Context: an optimization exercise on an open-source flow, tuned for small area and a short achievable clock period. The choices shown serve that exercise and are no tape-out recipe.
Function was checked by simulation only, so behaviour that the tests miss may differ from the original.
Power is estimated from default activity; no workload was simulated.

===== config.mk =====
export PLATFORM = sky130hd
export DESIGN_NAME = rv_slice_top
export DESIGN_NICKNAME = rv_slice_top
export VERILOG_FILES = /design/flow/design.v
export SDC_FILE = /design/flow/constraint.sdc
export NUM_CORES = 4
export LEC_CHECK = 0
export CAP_MARGIN = 20
export CORE_MARGIN = 2
export CORE_UTILIZATION = 40
export SLEW_MARGIN = 20

===== constraint.sdc =====
create_clock -name core_clock -period 6.0 [get_ports {clk}]
set_input_delay 1.2000 -clock core_clock [delete_from_list [all_inputs] [get_ports {clk}]]
set_output_delay 1.2000 -clock core_clock [all_outputs]
set_load 0.01 [all_outputs]

===== design.v =====
package core_pkg;
    localparam int XLEN       = 32;
    localparam int REG_ADDR_W = 5;
    localparam int NUM_REGS   = 1 << REG_ADDR_W;
    localparam logic [6:0] LUI    = 7'b0110111;
    localparam logic [6:0] AUIPC  = 7'b0010111;
    localparam logic [6:0] OPIMM  = 7'b0010011;
    localparam logic [6:0] OP     = 7'b0110011;
    localparam logic [6:0] LOAD   = 7'b0000011;
    localparam logic [6:0] STORE  = 7'b0100011;
    localparam logic [6:0] JAL    = 7'b1101111;
    localparam logic [6:0] JALR   = 7'b1100111;
    localparam logic [6:0] BRANCH = 7'b1100011;
    localparam logic [3:0] ADD  = 4'b0000;
    localparam logic [3:0] SLL  = 4'b0001;
    localparam logic [3:0] SLT  = 4'b0010;
    localparam logic [3:0] SLTU = 4'b0011;
    localparam logic [3:0] XOR  = 4'b0100;
    localparam logic [3:0] SRL  = 4'b0101;
    localparam logic [3:0] OR   = 4'b0110;
    localparam logic [3:0] AND  = 4'b0111;
    localparam logic [3:0] SUB  = 4'b1000;
    localparam logic [3:0] SRA  = 4'b1101;
    localparam logic [2:0] NONE = 3'd0;
    localparam logic [2:0] JUMP = 3'd1;
    localparam logic [2:0] BEQ  = 3'd2;
    localparam logic [2:0] BNE  = 3'd3;
    localparam logic [2:0] BLT  = 3'd4;
    localparam logic [2:0] BGE  = 3'd5;
    localparam logic [2:0] BLTU = 3'd6;
    localparam logic [2:0] BGEU = 3'd7;
    typedef struct packed {
        logic [XLEN-1:0]       imm;
        logic [3:0]            alu_op;
        logic [2:0]            funct3;    
        logic [2:0]            branch;
        logic                  mem_we;
        logic                  mem_re;
        logic                  reg_we;
        logic                  src1_pc;   
        logic                  src2_imm;  
        logic                  link;      
        logic [REG_ADDR_W-1:0] rd;
    } ctrl_t;
endpackage
import core_pkg::*;
module reg_file (
    input  logic                            clk,
    input  logic                            rst,
    input  logic [core_pkg::REG_ADDR_W-1:0] rs1_addr,
    input  logic [core_pkg::REG_ADDR_W-1:0] rs2_addr,
    output logic [core_pkg::XLEN-1:0]       rs1_data,
    output logic [core_pkg::XLEN-1:0]       rs2_data,
    input  logic                            we,
    input  logic [core_pkg::REG_ADDR_W-1:0] waddr,
    input  logic [core_pkg::XLEN-1:0]       wdata
);
    logic [XLEN-1:0] regs [NUM_REGS];
    always_ff @(posedge clk) begin
        if (rst) begin
            for (int i = 0; i < NUM_REGS; i++)
                regs[i] <= '0;
        end else if (we && waddr != '0)
            regs[waddr] <= wdata;
    end
    assign rs1_data = (rs1_addr == '0) ? '0 : regs[rs1_addr];
    assign rs2_data = (rs2_addr == '0) ? '0 : regs[rs2_addr];
endmodule
import core_pkg::*;
module insn_decode (
    input  logic                            clk,
    input  logic                            rst,
    input  logic                            instr_valid,
    input  logic [31:0]                     instr,
    input  logic [core_pkg::XLEN-1:0]       pc,
    output logic [core_pkg::REG_ADDR_W-1:0] rs1_addr,
    output logic [core_pkg::REG_ADDR_W-1:0] rs2_addr,
    input  logic [core_pkg::XLEN-1:0]       rs1_data,
    input  logic [core_pkg::XLEN-1:0]       rs2_data,
    output logic                            dec_valid,
    output core_pkg::ctrl_t                 dec_ctrl,
    output logic [core_pkg::XLEN-1:0]       dec_pc,
    output logic [core_pkg::XLEN-1:0]       dec_op1,
    output logic [core_pkg::XLEN-1:0]       dec_op2,
    input  logic                            exe_fwd_valid,
    input  logic [core_pkg::REG_ADDR_W-1:0] exe_fwd_rd,
    input  logic [core_pkg::XLEN-1:0]       exe_fwd_data,
    input  logic                            wb_fwd_valid,
    input  logic [core_pkg::REG_ADDR_W-1:0] wb_fwd_rd,
    input  logic [core_pkg::XLEN-1:0]       wb_fwd_data
);
    logic [6:0]      opcode;
    logic [2:0]      funct3;
    core_pkg::ctrl_t   ctrl;
    logic [XLEN-1:0] src1;
    logic [XLEN-1:0] src2;
    logic [XLEN-1:0] fwd1;
    logic [XLEN-1:0] fwd2;
    logic [XLEN-1:0] imm_i;
    logic [XLEN-1:0] imm_s;
    logic [XLEN-1:0] imm_b;
    logic [XLEN-1:0] imm_u;
    logic [XLEN-1:0] imm_j;
    assign opcode   = instr[6:0];
    assign funct3   = instr[14:12];
    assign rs1_addr = instr[19:15];
    assign rs2_addr = instr[24:20];
    assign imm_i = {{20{instr[31]}}, instr[31:20]};
    assign imm_s = {{20{instr[31]}}, instr[31:25], instr[11:7]};
    assign imm_b = {{19{instr[31]}}, instr[31], instr[7], instr[30:25], instr[11:8], 1'b0};
    assign imm_u = {instr[31:12], 12'b0};
    assign imm_j = {{11{instr[31]}}, instr[31], instr[19:12], instr[20], instr[30:21], 1'b0};
    always_comb begin
        ctrl        = '0;
        ctrl.alu_op = ADD;
        ctrl.branch = NONE;
        ctrl.funct3 = funct3;
        ctrl.rd     = instr[11:7];
        case (opcode)
            LUI:    {ctrl.imm, ctrl.src2_imm, ctrl.reg_we} = {imm_u, 2'b11};
            AUIPC:  {ctrl.imm, ctrl.src1_pc, ctrl.src2_imm, ctrl.reg_we} = {imm_u, 3'b111};
            OPIMM: begin
                {ctrl.imm, ctrl.src2_imm, ctrl.reg_we} = {imm_i, 2'b11};
                if (funct3 == 3'b101)
                    ctrl.alu_op = {instr[30], funct3};  
                else
                    ctrl.alu_op = {1'b0, funct3};
            end
            OP: begin
                ctrl.alu_op = {instr[30], funct3};
                ctrl.reg_we = 1'b1;
            end
            LOAD:   {ctrl.imm, ctrl.src2_imm, ctrl.mem_re, ctrl.reg_we} = {imm_i, 3'b111};
            STORE:  {ctrl.imm, ctrl.src2_imm, ctrl.mem_we} = {imm_s, 2'b11};
            JAL: begin
                {ctrl.imm, ctrl.src1_pc, ctrl.src2_imm} = {imm_j, 2'b11};
                {ctrl.link, ctrl.reg_we, ctrl.branch} = {2'b11, JUMP};
            end
            JALR: begin
                {ctrl.imm, ctrl.src2_imm} = {imm_i, 1'b1};
                {ctrl.link, ctrl.reg_we, ctrl.branch} = {2'b11, JUMP};
            end
            BRANCH: begin
                ctrl.imm    = imm_b;
                ctrl.alu_op = SUB;
                case (funct3)
                    3'b000:  ctrl.branch = BEQ;
                    3'b001:  ctrl.branch = BNE;
                    3'b100:  ctrl.branch = BLT;
                    3'b101:  ctrl.branch = BGE;
                    3'b110:  ctrl.branch = BLTU;
                    3'b111:  ctrl.branch = BGEU;
                    default: ctrl.branch = NONE;
                endcase
            end
            default: ;  
        endcase
        ctrl.reg_we = ctrl.reg_we & (ctrl.rd != '0);  
    end
    always_comb begin
        if (exe_fwd_valid && exe_fwd_rd == rs1_addr)
            fwd1 = exe_fwd_data;
        else if (wb_fwd_valid && wb_fwd_rd == rs1_addr)
            fwd1 = wb_fwd_data;
        else
            fwd1 = rs1_data;
        if (exe_fwd_valid && exe_fwd_rd == rs2_addr)
            fwd2 = exe_fwd_data;
        else if (wb_fwd_valid && wb_fwd_rd == rs2_addr)
            fwd2 = wb_fwd_data;
        else
            fwd2 = rs2_data;
    end
    always_comb begin
        src1 = (opcode == LUI) ? '0 : fwd1;
        src2 = fwd2;
    end
    always_ff @(posedge clk) begin
        if (rst)
            dec_valid <= 1'b0;
        else
            dec_valid <= instr_valid;
    end
    always_ff @(posedge clk) begin
        if (instr_valid) begin
            dec_ctrl <= ctrl;
            dec_pc   <= pc;
            dec_op1  <= src1;
            dec_op2  <= src2;
        end
    end
endmodule
import core_pkg::*;
module alu_execute (
    input  logic                            clk,
    input  logic                            rst,
    input  logic                            dec_valid,
    input  core_pkg::ctrl_t                 dec_ctrl,
    input  logic [core_pkg::XLEN-1:0]       dec_pc,
    input  logic [core_pkg::XLEN-1:0]       dec_op1,
    input  logic [core_pkg::XLEN-1:0]       dec_op2,
    output logic                            fwd_valid,
    output logic [core_pkg::REG_ADDR_W-1:0] fwd_rd,
    output logic [core_pkg::XLEN-1:0]       fwd_data,
    output logic                            exe_valid,
    output core_pkg::ctrl_t                 exe_ctrl,
    output logic [core_pkg::XLEN-1:0]       exe_result,
    output logic [core_pkg::XLEN-1:0]       exe_store_data,
    output logic                            redirect_valid,
    output logic [core_pkg::XLEN-1:0]       redirect_pc
);
    logic [XLEN-1:0] a;
    logic [XLEN-1:0] b;
    logic [XLEN-1:0] alu;
    logic [XLEN-1:0] result;
    logic [XLEN-1:0] target;
    logic            eq;
    logic            lt;
    logic            ltu;
    logic            taken;
    assign a = dec_ctrl.src1_pc  ? dec_pc       : dec_op1;
    assign b = dec_ctrl.src2_imm ? dec_ctrl.imm : dec_op2;
    always_comb begin
        case (dec_ctrl.alu_op)
            SUB:     alu = a - b;
            SLL:     alu = a << b[4:0];
            SLT:     alu = {{(XLEN-1){1'b0}}, $signed(a) < $signed(b)};
            SLTU:    alu = {{(XLEN-1){1'b0}}, a < b};
            XOR:     alu = a ^ b;
            SRL:     alu = a >> b[4:0];
            SRA:     alu = $signed(a) >>> b[4:0];
            OR:      alu = a | b;
            AND:     alu = a & b;
            default: alu = a + b;
        endcase
    end
    assign eq  = dec_op1 == dec_op2;
    assign lt  = $signed(dec_op1) < $signed(dec_op2);
    assign ltu = dec_op1 < dec_op2;
    always_comb begin
        case (dec_ctrl.branch)
            JUMP:    taken = 1'b1;
            BEQ:     taken = eq;
            BNE:     taken = !eq;
            BLT:     taken = lt;
            BGE:     taken = !lt;
            BLTU:    taken = ltu;
            BGEU:    taken = !ltu;
            default: taken = 1'b0;
        endcase
    end
    assign target = (dec_ctrl.branch == JUMP && !dec_ctrl.src1_pc) ?
                    ((dec_op1 + dec_ctrl.imm) & ~32'd1) : (dec_pc + dec_ctrl.imm);
    assign result = dec_ctrl.link ? dec_pc + 32'd4 : alu;
    assign fwd_valid = dec_valid & dec_ctrl.reg_we & ~dec_ctrl.mem_re;  
    assign fwd_rd    = dec_ctrl.rd;
    assign fwd_data  = result;
    always_ff @(posedge clk) begin
        if (rst) begin
            exe_valid      <= 1'b0;
            redirect_valid <= 1'b0;
        end else begin
            exe_valid      <= dec_valid;
            redirect_valid <= dec_valid & taken;
        end
    end
    always_ff @(posedge clk) begin
        exe_ctrl       <= dec_ctrl;
        exe_result     <= result;
        exe_store_data <= dec_op2;
        redirect_pc    <= target;
    end
endmodule
import core_pkg::*;
module result_stage (
    input  logic                            clk,
    input  logic                            rst,
    input  logic                            exe_valid,
    input  core_pkg::ctrl_t                 exe_ctrl,
    input  logic [core_pkg::XLEN-1:0]       exe_result,
    input  logic [core_pkg::XLEN-1:0]       exe_store_data,
    output logic                            mem_re,
    output logic                            mem_we,
    output logic [core_pkg::XLEN-1:0]       mem_addr,
    output logic [core_pkg::XLEN-1:0]       mem_wdata,
    output logic [1:0]                      mem_size,
    input  logic [core_pkg::XLEN-1:0]       mem_rdata,
    output logic                            rf_we,
    output logic [core_pkg::REG_ADDR_W-1:0] rf_waddr,
    output logic [core_pkg::XLEN-1:0]       rf_wdata,
    output logic                            wb_valid,
    output logic [core_pkg::REG_ADDR_W-1:0] wb_rd,
    output logic [core_pkg::XLEN-1:0]       wb_data
);
    logic [7:0]      lane_b;
    logic [15:0]     lane_h;
    logic [XLEN-1:0] load_val;
    assign mem_re    = exe_valid & exe_ctrl.mem_re;
    assign mem_we    = exe_valid & exe_ctrl.mem_we;
    assign mem_addr  = exe_result;
    assign mem_wdata = exe_store_data;    
    assign mem_size  = exe_ctrl.funct3[1:0];
    assign lane_b = mem_rdata[{exe_result[1:0], 3'b000} +: 8];
    assign lane_h = exe_result[1] ? mem_rdata[31:16] : mem_rdata[15:0];
    always_comb begin
        case (exe_ctrl.funct3)
            3'b000:  load_val = {{24{lane_b[7]}}, lane_b};
            3'b001:  load_val = {{16{lane_h[15]}}, lane_h};
            3'b100:  load_val = {24'b0, lane_b};
            3'b101:  load_val = {16'b0, lane_h};
            default: load_val = mem_rdata;
        endcase
    end
    assign rf_we    = exe_valid & exe_ctrl.reg_we;
    assign rf_waddr = exe_ctrl.rd;
    assign rf_wdata = exe_ctrl.mem_re ? load_val : exe_result;
    always_ff @(posedge clk) begin
        if (rst)
            wb_valid <= 1'b0;
        else
            wb_valid <= rf_we;
    end
    always_ff @(posedge clk) begin
        wb_rd   <= rf_waddr;
        wb_data <= rf_wdata;
    end
endmodule
import core_pkg::*;
module rv_slice_top (
    input  logic                            clk,
    input  logic                            rst,
    input  logic                            instr_valid,
    input  logic [31:0]                     instr,
    input  logic [core_pkg::XLEN-1:0]       pc,
    input  logic [core_pkg::XLEN-1:0]       mem_rdata,
    output logic                            mem_re,
    output logic                            mem_we,
    output logic [core_pkg::XLEN-1:0]       mem_addr,
    output logic [core_pkg::XLEN-1:0]       mem_wdata,
    output logic [1:0]                      mem_size,
    output logic                            redirect_valid,
    output logic [core_pkg::XLEN-1:0]       redirect_pc,
    output logic                            wb_valid,
    output logic [core_pkg::REG_ADDR_W-1:0] wb_rd,
    output logic [core_pkg::XLEN-1:0]       wb_data
);
    logic [REG_ADDR_W-1:0] rs1_addr;
    logic [REG_ADDR_W-1:0] rs2_addr;
    logic [XLEN-1:0]       rs1_data;
    logic [XLEN-1:0]       rs2_data;
    logic                  rf_we;
    logic [REG_ADDR_W-1:0] rf_waddr;
    logic [XLEN-1:0]       rf_wdata;
    logic                  dec_valid;
    core_pkg::ctrl_t       dec_ctrl;
    logic [XLEN-1:0]       dec_pc;
    logic [XLEN-1:0]       dec_op1;
    logic [XLEN-1:0]       dec_op2;
    logic                  exe_fwd_valid;
    logic [REG_ADDR_W-1:0] exe_fwd_rd;
    logic [XLEN-1:0]       exe_fwd_data;
    logic                  exe_valid;
    core_pkg::ctrl_t       exe_ctrl;
    logic [XLEN-1:0]       exe_result;
    logic [XLEN-1:0]       exe_store_data;
    insn_decode u_decode (
        .clk, .rst, .instr_valid, .instr, .pc,
        .rs1_addr, .rs2_addr, .rs1_data, .rs2_data,
        .dec_valid, .dec_ctrl, .dec_pc, .dec_op1, .dec_op2,
        .exe_fwd_valid, .exe_fwd_rd, .exe_fwd_data,
        .wb_fwd_valid (rf_we),      
        .wb_fwd_rd    (rf_waddr),
        .wb_fwd_data  (rf_wdata)
    );
    alu_execute u_execute (
        .clk, .rst,
        .dec_valid, .dec_ctrl, .dec_pc, .dec_op1, .dec_op2,
        .fwd_valid (exe_fwd_valid),
        .fwd_rd    (exe_fwd_rd),
        .fwd_data  (exe_fwd_data),
        .exe_valid, .exe_ctrl, .exe_result, .exe_store_data,
        .redirect_valid, .redirect_pc
    );
    result_stage u_result (
        .clk, .rst,
        .exe_valid, .exe_ctrl, .exe_result, .exe_store_data,
        .mem_re, .mem_we, .mem_addr, .mem_wdata, .mem_size, .mem_rdata,
        .rf_we, .rf_waddr, .rf_wdata,
        .wb_valid, .wb_rd, .wb_data
    );
    reg_file u_regs (
        .clk, .rst, .rs1_addr, .rs2_addr, .rs1_data, .rs2_data,
        .we    (rf_we),
        .waddr (rf_waddr),
        .wdata (rf_wdata)
    );
endmodule

===== run.sh =====
#!/bin/bash
# synth_recipe.tcl (not shown) runs the flow's synth.tcl, then flattens the netlist and writes it again
# the make line also repeats each setting of config.mk as NAME=value (left out here)
make -C /OpenROAD-flow-scripts/flow DESIGN_CONFIG=/design/flow/config.mk WORK_HOME=/design/flow/orfs CLKGATE_MAP_FILE= SYNTH_SCRIPT=/design/flow/synth_recipe.tcl finish

==> results.txt <==
power groups by stage:
stage / Clock [µW] / Combinational [µW] / Sequential [µW]
final: 9330 / 6050 / 11100
after global routing: 9740 / 6300 / 11100
after CTS: 9400 / 5920 / 11100
after detailed placement: 0 / 5890 / 11200
after global placement: 0 / 5880 / 11200
after floorplan: 0 / 3330 / 11000
layout by cell type (no fill, tap or decap), drive strengths merged, types with 14 or more instances in the layout:
master,count
nor4,19
xor2,52
o21bai,16
or3,15
mux4,643
clkbuf,199
ha,194
dfxtp,148
a31oi,35
nor2,1306
inv,214
xnor2,60
o22ai,73
mux2i,184
a21o,59
conb,32
clkinv,60
o211ai,36
a21oi,273
o21a,48
and3,24
nand2b,58
a221oi,18
and2,14
a211oi,76
o31ai,19
o221ai,18
clkdlybuf4s50,225
nor3,48
nand2,292
nand4,24
nand3,59
mux2,32
o21ai,204
nor2b,31
buf,253
edfxtp,1173
per-stage QoR:
step	power [µW]	worst slack (ns)
after global routing	27130	0.5201
after global placement	17110	0.8557
after detailed placement	17140	0.8285
after floorplan	14290	1.365
after CTS	26380	0.7740
final	26460	0.6925
metal layers:
metal,vias up,track usage [%],part of all wire (%)
li1,23580,-,-
met5,-,0,0.0050
met1,29470,40.34,36
met2,3855,51.60,46
met3,806,6.381,9.6
met4,2,23.38,8.6
Yosys cell counts, types with 25 or more instances:
library cell / n
edfxtp_1: 1173
buf_1: 84
a21oi_1: 273
o21ai_1: 41
a31oi_1: 33
dfxtp_1: 148
mux2_2: 32
a21o_1: 59
a211oi_1: 72
buf_2: 25
xor2_1: 52
o22ai_1: 73
o211ai_1: 36
xnor2_1: 60
nand2_1: 292
nor2_1: 1306
clkbuf_1: 424
o21a_1: 48
nor2b_1: 31
mux4_2: 643
ha_1: 194
nor3_1: 47
inv_1: 204
o21ai_0: 163
mux2i_1: 181
nand3_1: 59
nand2b_1: 58
flip-flops by register name (all words and copies together) (netlist names), 5 cells and up:
signal / flops
u_execute.exe_result: 32
u_regs.regs: 1024
u_result.wb_rd: 5
u_decode.dec_ctrl: 53
u_execute.exe_ctrl: 11
u_execute.exe_store_data: 32
u_result.wb_data: 32
u_decode.dec_op2: 32
u_decode.dec_op1: 32
u_execute.redirect_pc: 32
u_decode.dec_pc: 32
worst max-delay path, delay by kind of cell (launching register included):
family                     cells  cell delay (ns)
xor gates and xnor gates       1             0.17
buffers and inverters          2             0.20
DFF                            1             0.88
adders and majority gates      2             0.43
muxes                          2             0.63
AOI/OAI and AO/OA              7             2.67
and+or+nand+nor                2             0.17
worst max-delay path by stage:
stage                                       to  slack [ns]                  from
after global placement    u_decode.dec_op2[30]        0.86  u_decode.dec_ctrl[6]
after global routing      u_decode.dec_op2[30]        0.52  u_decode.dec_ctrl[6]
final                     u_decode.dec_op2[30]        0.69  u_decode.dec_ctrl[6]
after detailed placement  u_decode.dec_op2[30]        0.83  u_decode.dec_ctrl[6]
after CTS                 u_decode.dec_op2[30]        0.77  u_decode.dec_ctrl[6]
after floorplan           u_decode.dec_op1[31]        1.36  u_decode.dec_ctrl[6]
cells by family (layout without fill, tap and decap cells):
| logic type | after synthesis | in the layout | share of synthesized area, % |
|---|---|---|---|
| AOI/OAI and AO/OA | 1007 | 1007 | 8.638 |
| xor gates and xnor gates | 112 | 112 | 1.292 |
| adders and majority gates | 198 | 198 | 3.302 |
| buffers and inverters | 753 | 963 | 3.843 |
| DFF | 1321 | 1321 | 50.29 |
| muxes | 859 | 859 | 22.01 |
| other | 1 | 34 | 0.004939 |
| and+or+nand+nor | 1938 | 1938 | 10.62 |
cell type report:
cell class,count,area share (%)
antenna,2,0.005751
clock buffer,199,4.726
clock inverter,77,0.9704
inverter,209,0.9014
multi-input combinational,4146,40.83
sequential,1321,43.88
tap,2495,3.587
timing repair buffer,478,5.091
==> results.yml <==
run_status:
  outcome: "timing/DRC/antenna clean"
sta:
  whs_ns: 0.3398
  fin_setup_tns_ns: 0
  drv_slew: 0
  hold_viol_final: 0
  setup_viol: 0
  rsz0062_at_grt: "false"
  fin_worst_skew_ns: 0.07631
  max_freq_mhz: 188.4
  worstMarginPinSlew_ns: 1.271
  min_period_ns: 5.307
  finalCritPeriodShare_pct: 88.46
  relSlewSlack_pct: 14.37
pwr:
  seq_power_share_pct: 41.9
  p_int_uw: 17960
  p_comb_share_pct: 22.9
  leakagePower_uw: 0.03287
  peakVddDrop_uv: 304.3
  powerDensity_nw_per_um2: 304.0
  p_sw_share_pct: 32.13
  p_clk_share_pct: 35.3
  power_switching_uw: 8500
hold_path:
  hold_class: "flop to flop"
  hold_end: "u_execute.exe_ctrl[16]"
  min_from: "u_decode.dec_ctrl[16]"
  min_path_cells: 0
layout:
  fin_util_pct: 46.24
  area_growth_pct: 14.62
  finalNonFillerCells: 8927
  layout-drive-gt1-share_pct: 20.11
  fillers: 17000
  seq_area_um2: 38190
  design_area_um2: 87030
  multi_input_area_um2: 35540
  num-nets-final: 6601
global_routing:
  grt_start_max_net_pins: 91
  grt_usage_pct: 32.71
  grt-ovfl-total: 0
  antenna_found_initial: 6
  grt_pass1_wl_um: 441500
  grt_pass1_vias: 56280
worst_setup_path:
  worst_setup_path_end_kind: "flop"
  worstSetupPathType: "flop to flop"
  startpoint_type: "flop"
  rrSetupSlack_ns: 0.69
  r2r_end: "u_decode.dec_op2[30]"
  crit_slowest_cell: "edfxtp_1"
  max_stage_delay_ns: 0.88
  r2r_cells: 16
  critical_path_peak_fanout: 13
  path_cells: "mux2i_4 > inv_2 > ha_1 > inv_1 > fa_1 > nand2b_1 > a221o_1 > a211oi_1 > a21oi_1 > o31ai_2 > a311oi_1 > o31ai_1 > xnor2_1 > nand2_1 > a32oi_1 > mux2_2"
  cp.required_ns: 6.67
  arrival_ns: 5.98
  rr_startpoint: "u_decode.dec_ctrl[6]"
floorplan:
  fp.dieArea_um2: 193300
  rows: 159
  initial_core_util_pct: 40.35
  boundaryPins: 238
  die_w_um: 439.7
  die_h_um: 439.7
  fp.coreArea_um2: 188200
logic_synthesis:
  synthArstFlopShare_pct: 0
  synth_top_area_share_pct: 46.39
  yosysWarnings: 4
  synth_cell_types: 89
  avgSynthCellArea_um2: 12.27
  synth-edff-count: 1173
  synth_area_leader_cell: "edfxtp_1"
  ys_ff_latch: 1321
  netlist_instances: 6189
  synth_area_leaders: "edfxtp_1, mux4_2, nor2_1, dfxtp_1, ha_1"
  ys.flop_type: "edfxtp_1"
  syn_area_um2: 75930
  seq_area_frac_synth_pct: 50.29
drt:
  firstDrtPassIters: 6
  drc: 0
  ant_nets: 0
  vias: 57720
  drtIter0Drc: 7929
  wire_per_inst_um: 35.90
  routed_wl_um: 320500
  via_per_inst: 6.465
clocking:
  cts_setup_buffers: 0
  clk_path_buf_depth: 3
  cts_resized: 0
  clk_latency_ns: 0.83
  cts_num_sinks: 1321
  cts_max_level: 4
  tritoncts: "yes"
  holdBufCountCts: 0
  cts_buffers: 148
  root_buffer: "clkbuf_16"
  clkTransAtPathRegs_ns: 0.07
placement:
  dp_cells: 8648
  numPortBuffers: 237
  dpl_cell_area_um2: 82030
  hpwl_um: 221200
  gp_congestion: 1.036
flow_run:
  cap_viol_max_count: 0

-- what the ideal ports hide --
No port has a modelled driver above. Below, the same layout with a new extraction and two added sets of constraints. Step 1 (the two cells are an assumption about what drives the block):
set clk [get_ports {clk}]
set_driving_cell -lib_cell sky130_fd_sc_hd__clkbuf_16 $clk
set_driving_cell -lib_cell sky130_fd_sc_hd__buf_2 [delete_from_list [all_inputs] $clk]
Step 2 adds t to the input delays and takes it off the output delays; t is the mean of the earliest and latest rising clock arrival at the registers after step 1. Input paths then give back, and output paths get back, about the clock's delay inside the block. Three values: ideal ports, drivers, drivers and shift; two values: the first two.
t (ns): 0.886
setup WS [ns]: 0.693 / 0.693 / 0.693
worst hold slack (ns): 0.340 / 0.340 / 0.340
latest minus earliest clock arrival (ns): 0.078 / 0.078
After both steps setup and hold are still met in this run. The setup slack of this run moves by 0.000 ns with the drivers and by 0.000 ns with both steps.
